Context: an optimization exercise on an open-source flow, tuned for small area, a short achievable clock period and few clock cycles per item. The choices shown serve that exercise and are no tape-out recipe. Where RTL was checked, it was by simulation tests only, not by an equivalence proof against the original. Power and IR drop assume default switching activity.

## maple
==> flow/design.v (excerpt) <==
module rational_add_sub_reduce_top
(
    input  wire logic      aclk,
    input  wire logic      aresetn,
    input  wire logic      s_valid,
    output logic           s_ready,
    input  wire logic [128:0] s_data,    
    output logic           m_valid,
    input  wire logic      m_ready,
    output logic [126:0]   m_data       
);
Size in the first run: ~7200 cells after synthesis, ~0.052 mm2 of cells after synthesis.
clock: 10.0 ns
lec_check: 0
abc_area: 1
abc_clock_period_in_ps: 4000
cap_margin: 20
core_margin: 2
core_utilization: 60
place_density: 0.7
setup_slack_margin: 5
slew_margin: 20
run.sh (not shown) runs the stock make flow with config.mk's settings and CLKGATE_MAP_FILE= SYNTH_SCRIPT=/design/flow/synth_recipe.tcl, a recipe that flattens the netlist after the stock synthesis.
maple completed every stage of the flow, and the final layout passed the timing, DRC and antenna checks.
Testbench counts of maple, summed over its fixed seeds: cycles 104,752, items 3,200.
For xenon, these inputs were changed with respect to maple:
--- a/flow/design.v
+++ b/flow/design.v
@@ -187,27 +187,28 @@
     wire [63:0] ge_s;
     rasr_add #(.W(64), .LW(6)) u_cmp (.x(b), .y(~a), .ci(1'b1), .s(ge_s), .co(ge_co), .pall(ab_eq));   
     wire        b_lt_a = !ge_co;
     wire        bpar = b[0] ^ bp;      
     function automatic logic [2:0] tz7(input logic [6:0] v);
         tz7 = v[0] ? 3'd0 : v[1] ? 3'd1 : v[2] ? 3'd2 : v[3] ? 3'd3 :
               v[4] ? 3'd4 : v[5] ? 3'd5 : v[6] ? 3'd6 : 3'd7;
     endfunction
     wire take    = res && m_ready;
     wire run     = !cinit || take;   
-    wire in_loop = (lstate == L_LOOP) && !bz && run;
-    wire k_half  = in_loop && !a[0] && !bpar;
-    wire k_init  = in_loop && ineg && !(!a[0] && !bpar);
+    wire in_loop_nc = (lstate == L_LOOP) && !bz;      
+    wire in_loop = in_loop_nc && run;
+    wire k_half  = in_loop_nc && !a[0] && !bpar;
+    wire k_init  = in_loop_nc && ineg && !(!a[0] && !bpar);
     wire k_swap  = in_loop && !ineg && !a[0] &&  bpar;
     wire k_shb   = in_loop && !ineg &&  a[0] && !bpar;
     wire k_sub   = in_loop && !ineg &&  a[0] &&  bpar;
-    wire k_half2 = (lstate == L_HALF2) && run;
+    wire k_half2 = (lstate == L_HALF2);
     logic [2:0]  sh;
     logic        exact;          
     logic [64:0] xsrc;
     always_comb begin
         sh    = 3'd0;
         exact = 1'b1;
         xsrc  = {1'b0, b};
         if (k_sub) begin
             sh    = tz7(d[6:0]);
             exact = (d[7:0] != 8'd0);
@@ -240,40 +241,46 @@
     wire [63:0] ysrc1 = c_tca ? ca1 : cb1;
     wire [61:0] ysrc2 = c_tca ? ca2 : cb2;
     wire [63:0] cbsh1 = ysrc1 << csh;
     wire [61:0] cbsh2 = ysrc2 << csh;
     wire        c_cin  = c_nega || c_negb;
     wire [63:0] csum1;
     wire [61:0] csum2;
     wire        csum1_co, csum2_co;
     rasr_add #(.W(64), .LW(6)) u_add_c1 (.x(ca1 ^ {64{c_nega}}), .y(cb1 ^ {64{c_negb}}), .ci(c_cin), .s(csum1), .co(csum1_co), .pall());
     rasr_add #(.W(62), .LW(6)) u_add_c2 (.x(ca2 ^ {62{c_nega}}), .y(cb2 ^ {62{c_negb}}), .ci(c_cin), .s(csum2), .co(csum2_co), .pall());
-    wire vfin = (lstate == L_LOOP) && bz && !cinit;     
-    assign ld = (mstate == M_DONE) && ((lstate == L_IDLE) || vfin);
-    wire cof_init = (ld && !vfin && (!res || take)) || (cinit && take);
+    wire last  = k_sub && ab_eq;
+    wire vfin  = (lstate == L_LOOP) && bz && !cinit;    
+    wire vend  = vfin || last;
+    assign ld  = (mstate == M_DONE) && ((lstate == L_IDLE) || vend);
+    wire early = last && ld;
+    wire cof_init = (ld && !vend && (!res || take)) || (cinit && take);
+    logic pf;    
     always_ff @(posedge aclk) begin
         if (!aresetn) begin
             lstate <= L_IDLE;
             res    <= 1'b0;
             cinit  <= 1'b0;
+            pf     <= 1'b0;
         end else begin
             if (ld) begin
                 lstate <= L_LOOP;
             end else begin
                 case (lstate)
                     L_LOOP:  if (vfin) lstate <= L_IDLE;
                              else if (k_half) lstate <= L_HALF2;
                     L_HALF2: if (k_half2) lstate <= L_LOOP;
                     default: lstate <= L_IDLE;
                 endcase
             end
-            res   <= vfin || (res && !m_ready);
+            res   <= vfin || pf || (res && !m_ready);
+            pf    <= early;
             cinit <= ld ? !cof_init : (cinit && !take);
         end
     end
     logic [63:0] a_d, b_d;
     logic        ineg_d;
     always_comb begin
         a_d = a;
         b_d = b;
         ineg_d = ineg && !k_init;
         if (ld) ineg_d = new_neg && !new_bz;
@@ -303,21 +310,21 @@
         end else if (k_init) begin
             bp   <= bpnew;
             ineg <= 1'b0;
         end else if (k_sub) begin
             bp  <= bpnew;
             bz  <= dsub && ab_eq;
         end else if (k_shb) begin
             bp  <= bpnew;
         end
         if (k_half) hs <= sh;
-        if (vfin) zden <= zden_v;
+        if (vend) zden <= zden_v;
     end
     always_ff @(posedge aclk) begin
         c_sum  <= k_sub;
         c_shf  <= k_sub || k_shb || k_swap;
         c_one  <= k_swap;
         c_tca  <= (k_sub && b_lt_a) || k_swap;
         c_nega <= k_sub && !dsub && b_lt_a;
         c_negb <= k_sub && !dsub && !b_lt_a;
         csh    <= sh;
     end
==> notes.md <==
- xenon finished end to end and its layout was clean on timing, DRC and antenna.
- Delta(overall power, xenon - maple) < 0
- Number of antenna violations at the first check in global routing: lower on maple
- xenon against maple: area of the die climbed about 1.1%, first-iteration detailed-routing DRC count climbed 515, layout overhead on the synthesized area lower.
Testbench counts of xenon, summed over its fixed seeds: cycles 102,509, items 3,200.

The RTL this note starts from:
==> flow/design.v <==
`timescale 1ns / 1ps
`default_nettype none
package rasr_pkg;
    localparam int IN_W   = 32;
    localparam int NUM_W  = 64;
    localparam int DEN_W  = 62;
    localparam int MAG_W  = 65;    
    localparam int CNT_W  = 7;
    localparam logic [NUM_W-1:0] NUM_MAX = {1'b0, {(NUM_W-1){1'b1}}};
    localparam logic [DEN_W-1:0] DEN_MAX = {DEN_W{1'b1}};
    typedef struct packed {
        logic                    action;
        logic signed [IN_W-1:0]  a_num;
        logic signed [IN_W-1:0]  a_den;
        logic signed [IN_W-1:0]  b_num;
        logic signed [IN_W-1:0]  b_den;
    } in_item_t;
    typedef struct packed {
        logic signed [NUM_W-1:0] res_num;
        logic [DEN_W-1:0]        res_den;
        logic                    den_error;
    } out_item_t;
    typedef enum logic [3:0] {
        CMD_NONE,
        CMD_LOAD,       
        CMD_MUL,        
        CMD_SUM,        
        CMD_GINIT,      
        CMD_GSTEP,      
        CMD_DINIT,      
        CMD_DSTEP,      
        CMD_DNEXT,      
        CMD_FINAL       
    } cmd_t;
    typedef struct packed {
        logic zero_den;    
        logic zero_num;    
        logic gcd_done;    
        logic div_done;    
    } status_t;
endpackage
`default_nettype wire
`timescale 1ns / 1ps
`default_nettype none
module rational_add_sub_reduce_top
(
    input  wire logic      aclk,
    input  wire logic      aresetn,
    input  wire logic      s_valid,
    output logic           s_ready,
    input  wire logic [128:0] s_data,    
    output logic           m_valid,
    input  wire logic      m_ready,
    output logic [126:0]   m_data       
);
    localparam logic [1:0] M_IDLE = 2'd0, M_RUN = 2'd1, M_DONE = 2'd2;
    logic [1:0]  mstate;
    logic [3:0]  mcnt;
    logic [33:0] mn_hi, md_hi;   
    logic [31:0] mn_lo, md_lo;   
    logic [31:0] x_an, x_ad;
    logic [2:0]  dbd, dbn;       
    logic        f1, f2;         
    logic        mzden;          
    function automatic logic [2:0] booth_dec(input logic y1, input logic y0,
                                             input logic yp, input logic flip);
        booth_dec[0] = y0 ^ yp;
        booth_dec[1] = (y1 & ~y0 & ~yp) | (~y1 & y0 & yp);
        booth_dec[2] = y1 ^ flip;
    endfunction
    function automatic logic [35:0] booth_pp(input logic [31:0] x, input logic [2:0] d);
        logic [35:0] m;
        m = d[0] ? {{4{x[31]}}, x} : (d[1] ? {{3{x[31]}}, x, 1'b0} : 36'd0);
        booth_pp = d[2] ? ~m : m;
    endfunction
    wire [35:0] pp1 = booth_pp(x_an, dbd);
    wire [35:0] pp2 = booth_pp(x_ad, dbn);
    wire [35:0] pp3 = booth_pp(x_ad, dbd);
    wire [35:0] acc_n = {{2{mn_hi[33]}}, mn_hi};
    wire [35:0] acc_d = {{2{md_hi[33]}}, md_hi};
    wire [35:0] cs_s = acc_n ^ pp1 ^ pp2;
    wire [35:0] cs_c = {(acc_n[34:0] & pp1[34:0]) | (acc_n[34:0] & pp2[34:0]) | (pp1[34:0] & pp2[34:0]), dbn[2]};
    wire [35:0] sum_n = cs_s + cs_c + {35'd0, dbd[2]};
    wire [35:0] sum_d = acc_d + pp3 + {35'd0, dbd[2]};
    wire ld;     
    always_ff @(posedge aclk) begin
        if (!aresetn) begin
            mstate <= M_IDLE;
        end else begin
            case (mstate)
                M_IDLE: if (s_valid) mstate <= M_RUN;
                M_RUN:  if (mcnt == 4'd15) mstate <= M_DONE;
                M_DONE: if (ld) mstate <= M_IDLE;
                default: mstate <= M_IDLE;
            endcase
        end
    end
    always_ff @(posedge aclk) begin
        case (mstate)
            M_IDLE: begin
                mcnt  <= 4'd0;
                mn_hi <= 34'd0;
                md_hi <= 34'd0;
                mn_lo <= s_data[31:0];       
                md_lo <= s_data[63:32];      
                x_an  <= s_data[127:96];
                x_ad  <= s_data[95:64];
                f1    <= s_data[95] ^ s_data[31];
                f2    <= s_data[95] ^ s_data[31] ^ s_data[128];
                dbd   <= booth_dec(s_data[1], s_data[0], 1'b0, s_data[95] ^ s_data[31]);
                dbn   <= booth_dec(s_data[33], s_data[32], 1'b0, s_data[95] ^ s_data[31] ^ s_data[128]);
                mzden <= (s_data[95:64] == 32'd0) || (s_data[31:0] == 32'd0);
            end
            M_RUN: begin
                mcnt  <= mcnt + 4'd1;
                mn_hi <= sum_n[35:2];
                mn_lo <= {sum_n[1:0], mn_lo[31:2]};
                md_hi <= sum_d[35:2];
                md_lo <= {sum_d[1:0], md_lo[31:2]};
                dbd   <= booth_dec(mn_lo[3], mn_lo[2], mn_lo[1], f1);
                dbn   <= booth_dec(md_lo[3], md_lo[2], md_lo[1], f2);
            end
            default: ;
        endcase
    end
    localparam logic [1:0] L_IDLE = 2'd0, L_LOOP = 2'd1, L_HALF2 = 2'd2;
    logic [1:0]  lstate;
    logic [63:0] a, b;           
    logic        bp;             
    logic        bz;             
    logic        ineg;           
    logic [63:0] ca1, cb1;       
    logic [61:0] ca2, cb2;       
    logic        c_sum;          
    logic        c_shf;          
    logic        c_one;          
    logic        c_tca, c_nega, c_negb;
    logic [2:0]  csh;            
    logic        dsub_r;         
    logic        nsign;          
    logic        zden_v;         
    logic        zden;           
    logic        res;            
    logic        cinit;          
    logic [2:0]  hs;             
    wire        new_neg = mn_hi[33] && !mzden;
    wire        new_bz  = mzden || ({mn_hi, mn_lo} == 66'd0);
    wire        dsub = dsub_r;
    wire [64:0] d    = {ineg, b} + {dsub, a ^ {64{dsub}}} + {64'd0, dsub};
    wire        dneg = dsub && d[64];
    wire        b_lt_a = (b < a);
    wire        bpar = b[0] ^ bp;      
    function automatic logic [2:0] tz7(input logic [6:0] v);
        tz7 = v[0] ? 3'd0 : v[1] ? 3'd1 : v[2] ? 3'd2 : v[3] ? 3'd3 :
              v[4] ? 3'd4 : v[5] ? 3'd5 : v[6] ? 3'd6 : 3'd7;
    endfunction
    wire take    = res && m_ready;
    wire run     = !cinit || take;   
    wire in_loop = (lstate == L_LOOP) && !bz && run;
    wire k_half  = in_loop && !a[0] && !bpar;
    wire k_init  = in_loop && ineg && !(!a[0] && !bpar);
    wire k_swap  = in_loop && !ineg && !a[0] &&  bpar;
    wire k_shb   = in_loop && !ineg &&  a[0] && !bpar;
    wire k_sub   = in_loop && !ineg &&  a[0] &&  bpar;
    wire k_half2 = (lstate == L_HALF2) && run;
    logic [2:0]  sh;
    logic        exact;          
    logic [64:0] xsrc;
    always_comb begin
        sh    = 3'd0;
        exact = 1'b1;
        xsrc  = {1'b0, b};
        if (k_sub) begin
            sh    = tz7(d[6:0]);
            exact = (d[7:0] != 8'd0);
            xsrc  = d;
        end else if (k_init) begin
            sh    = 3'd0;
            exact = d[0];
            xsrc  = d;
        end else if (k_shb) begin
            sh    = tz7(b[6:0] ^ {7{bp}});
            exact = ((b[7:0] ^ {8{bp}}) != 8'd0);
            xsrc  = {1'b0, b};
        end else if (k_swap) begin
            sh    = tz7(a[6:0]);
            xsrc  = {1'b0, a};
        end else if (k_half) begin
            sh    = tz7(a[6:0] | b[6:0]);
            xsrc  = {1'b0, a};
        end else if (k_half2) begin
            sh    = hs;
            xsrc  = {ineg, a};           
        end
    end
    wire        xfill = ((k_sub || k_init) && dneg) || (k_half2 && ineg);
    wire [71:0] xsx  = {{7{xfill}}, xsrc} >> sh;
    wire [64:0] xsh  = xsx[64:0];
    wire        inv  = (k_sub || k_init) && dneg;
    wire [63:0] bnew = (xsh[63:0] ^ {64{inv}}) | {63'd0, (inv || (k_shb && bp)) && exact};
    wire        bpnew = (inv || (k_shb && bp)) && !exact;
    wire [63:0] ysrc1 = c_tca ? ca1 : cb1;
    wire [61:0] ysrc2 = c_tca ? ca2 : cb2;
    wire [63:0] cbsh1 = ysrc1 << csh;
    wire [61:0] cbsh2 = ysrc2 << csh;
    wire        c_cin  = c_nega || c_negb;
    wire [63:0] csum1 = (ca1 ^ {64{c_nega}}) + (cb1 ^ {64{c_negb}}) + {63'd0, c_cin};
    wire [61:0] csum2 = (ca2 ^ {62{c_nega}}) + (cb2 ^ {62{c_negb}}) + {61'd0, c_cin};
    wire vfin = (lstate == L_LOOP) && bz && !cinit;     
    assign ld = (mstate == M_DONE) && ((lstate == L_IDLE) || vfin);
    wire cof_init = (ld && !vfin && (!res || take)) || (cinit && take);
    always_ff @(posedge aclk) begin
        if (!aresetn) begin
            lstate <= L_IDLE;
            res    <= 1'b0;
            cinit  <= 1'b0;
        end else begin
            if (ld) begin
                lstate <= L_LOOP;
            end else begin
                case (lstate)
                    L_LOOP:  if (vfin) lstate <= L_IDLE;
                             else if (k_half) lstate <= L_HALF2;
                    L_HALF2: if (k_half2) lstate <= L_LOOP;
                    default: lstate <= L_IDLE;
                endcase
            end
            res   <= vfin || (res && !m_ready);
            cinit <= ld ? !cof_init : (cinit && !take);
        end
    end
    logic [63:0] a_d, b_d;
    logic        ineg_d;
    always_comb begin
        a_d = a;
        b_d = b;
        ineg_d = ineg && !k_init;
        if (ld) ineg_d = new_neg && !new_bz;
        if (ld) begin
            a_d = {md_hi[31:0], md_lo};
            b_d = mzden ? 64'd0 : {mn_hi[31:0], mn_lo};
        end else if (k_init || k_shb) begin
            b_d = bnew;
        end else if (k_sub) begin
            b_d = bnew;
            if (b_lt_a) a_d = b;
        end else if (k_swap || k_half || k_half2) begin
            a_d = b;
            b_d = bnew;
        end
    end
    always_ff @(posedge aclk) begin
        a      <= a_d;
        b      <= b_d;
        dsub_r <= (a_d[1] == b_d[1]) || ineg_d;
        if (ld) begin
            bp    <= 1'b0;
            bz    <= new_bz;
            ineg  <= new_neg && !new_bz;
            nsign <= new_neg;
            zden_v <= mzden;
        end else if (k_init) begin
            bp   <= bpnew;
            ineg <= 1'b0;
        end else if (k_sub) begin
            bp  <= bpnew;
            bz  <= dsub && (d[63:0] == 64'd0);
        end else if (k_shb) begin
            bp  <= bpnew;
        end
        if (k_half) hs <= sh;
        if (vfin) zden <= zden_v;
    end
    always_ff @(posedge aclk) begin
        c_sum  <= k_sub;
        c_shf  <= k_sub || k_shb || k_swap;
        c_one  <= k_swap;
        c_tca  <= (k_sub && b_lt_a) || k_swap;
        c_nega <= k_sub && !dsub && b_lt_a;
        c_negb <= k_sub && !dsub && !b_lt_a;
        csh    <= sh;
    end
    always_ff @(posedge aclk) begin
        if (cof_init) begin
            ca1 <= ld ? (new_neg ? 64'd1 : 64'd0) : (nsign ? 64'd1 : 64'd0);
            ca2 <= 62'd1;
            cb1 <= (ld ? new_neg : nsign) ? {64{1'b1}} : 64'd1;
            cb2 <= 62'd0;
        end else begin
            if (c_sum) begin
                ca1 <= csum1;
                ca2 <= csum2;
            end else if (c_one) begin
                ca1 <= nsign ? {64{1'b1}} : 64'd1;    
                ca2 <= 62'd0;
            end
            if (c_shf) begin
                cb1 <= cbsh1;
                cb2 <= cbsh2;
            end
        end
    end
    assign s_ready = (mstate == M_IDLE);
    assign m_valid = res;
    assign m_data  = {ca1, ca2, zden};
endmodule
`default_nettype wire
clock: 10.0 ns
lec_check: 0
abc_clock_period_in_ps: 4000
cap_margin: 20
core_margin: 2
core_utilization: 60
place_density: 0.7
setup_slack_margin: 5
slew_margin: 20
Edit:
--- a/flow/design.v
+++ b/flow/design.v
@@ -207,7 +207,10 @@
     wire [63:0] csum1 = (ca1 ^ {64{c_nega}}) + (cb1 ^ {64{c_negb}}) + {63'd0, c_cin};
     wire [61:0] csum2 = (ca2 ^ {62{c_nega}}) + (cb2 ^ {62{c_negb}}) + {61'd0, c_cin};
+    wire ab_eq = (a == b);
+    wire last = k_sub && ab_eq;
     wire vfin = (lstate == L_LOOP) && bz && !cinit;     
-    assign ld = (mstate == M_DONE) && ((lstate == L_IDLE) || vfin);
-    wire cof_init = (ld && !vfin && (!res || take)) || (cinit && take);
+    wire vend = vfin || last;                           
+    assign ld = (mstate == M_DONE) && ((lstate == L_IDLE) || vend);
+    wire cof_init = (ld && !vend && (!res || take)) || (cinit && take);
     always_ff @(posedge aclk) begin
         if (!aresetn) begin
@@ -220,5 +223,5 @@
             end else begin
                 case (lstate)
-                    L_LOOP:  if (vfin) lstate <= L_IDLE;
+                    L_LOOP:  if (vend) lstate <= L_IDLE;
                              else if (k_half) lstate <= L_HALF2;
                     L_HALF2: if (k_half2) lstate <= L_LOOP;
@@ -226,5 +229,5 @@
                 endcase
             end
-            res   <= vfin || (res && !m_ready);
+            res   <= vend || (res && !m_ready);
             cinit <= ld ? !cof_init : (cinit && !take);
         end
@@ -270,9 +273,9 @@
         end
         if (k_half) hs <= sh;
-        if (vfin) zden <= zden_v;
+        if (vend) zden <= zden_v;
     end
     always_ff @(posedge aclk) begin
-        c_sum  <= k_sub;
-        c_shf  <= k_sub || k_shb || k_swap;
+        c_sum  <= k_sub && !last;
+        c_shf  <= (k_sub && !last) || k_shb || k_swap;
         c_one  <= k_swap;
         c_tca  <= (k_sub && b_lt_a) || k_swap;
@@ -285,5 +288,5 @@
             ca1 <= ld ? (new_neg ? 64'd1 : 64'd0) : (nsign ? 64'd1 : 64'd0);
             ca2 <= 62'd1;
-            cb1 <= (ld ? new_neg : nsign) ? {64{1'b1}} : 64'd1;
+            cb1 <= (ld ? new_bz : bz) ? 64'd0 : (ld ? new_neg : nsign) ? {64{1'b1}} : 64'd1;
             cb2 <= 62'd0;
         end else begin
@@ -303,5 +306,5 @@
     assign s_ready = (mstate == M_IDLE);
     assign m_valid = res;
-    assign m_data  = {ca1, ca2, zden};
+    assign m_data  = {csum1, csum2, zden};
 endmodule
 `default_nettype wire
After rerunning:
- final area grows by 11%
- core utilization grows by 4.8 points
- sequential power stays flat
- power grows by 6.3%
- critical path depth shrinks by 1
- die area grows by 3.7%
- flip-flop and latch count is unchanged
No functional check of the RTL was part of any run of this note.

-- what the ideal ports hide --
How much do the figures lean on ideal ports? The routed layouts below were timed once more, with nothing changed but the port constraints.
Step 1 sets driving cells, clkbuf_16 on the clock port and buf_2 on the other inputs (assumed; they add their load-dependent delay and slew).
Step 2 also shifts input and output timing later by t, the mid clock arrival at the registers, as if the neighbouring blocks saw the same clock.
Slacks: ideal ports / drivers / drivers and shift; pairs: ideal ports / drivers.
| run | t (ns) | setup WS [ns] | worst hold slack (ns) | cell pins on the clock port's net |
|---|---|---|---|---|
| maple | 0.717 | 5.204 / 5.156 / 4.439 | 0.478 / 0.478 / 0.478 | 1 |
| xenon | 0.737 | 5.196 / 5.094 / 4.357 | 0.450 / 0.450 / 0.450 | 1 |
| the first run of note 2 | 0.728 | 4.993 / 4.993 / 4.295 | 0.438 / 0.438 / 0.438 | 1 |
| the second run of note 2 | 0.759 | 3.192 / 3.111 / 3.870 | 0.459 / 0.459 / 0.459 | 1 |
After both steps setup and hold are still met in every run listed. For xenon, which loses most, drivers alone change the setup slack by -0.102 ns; drivers and shift together by -0.839 ns.
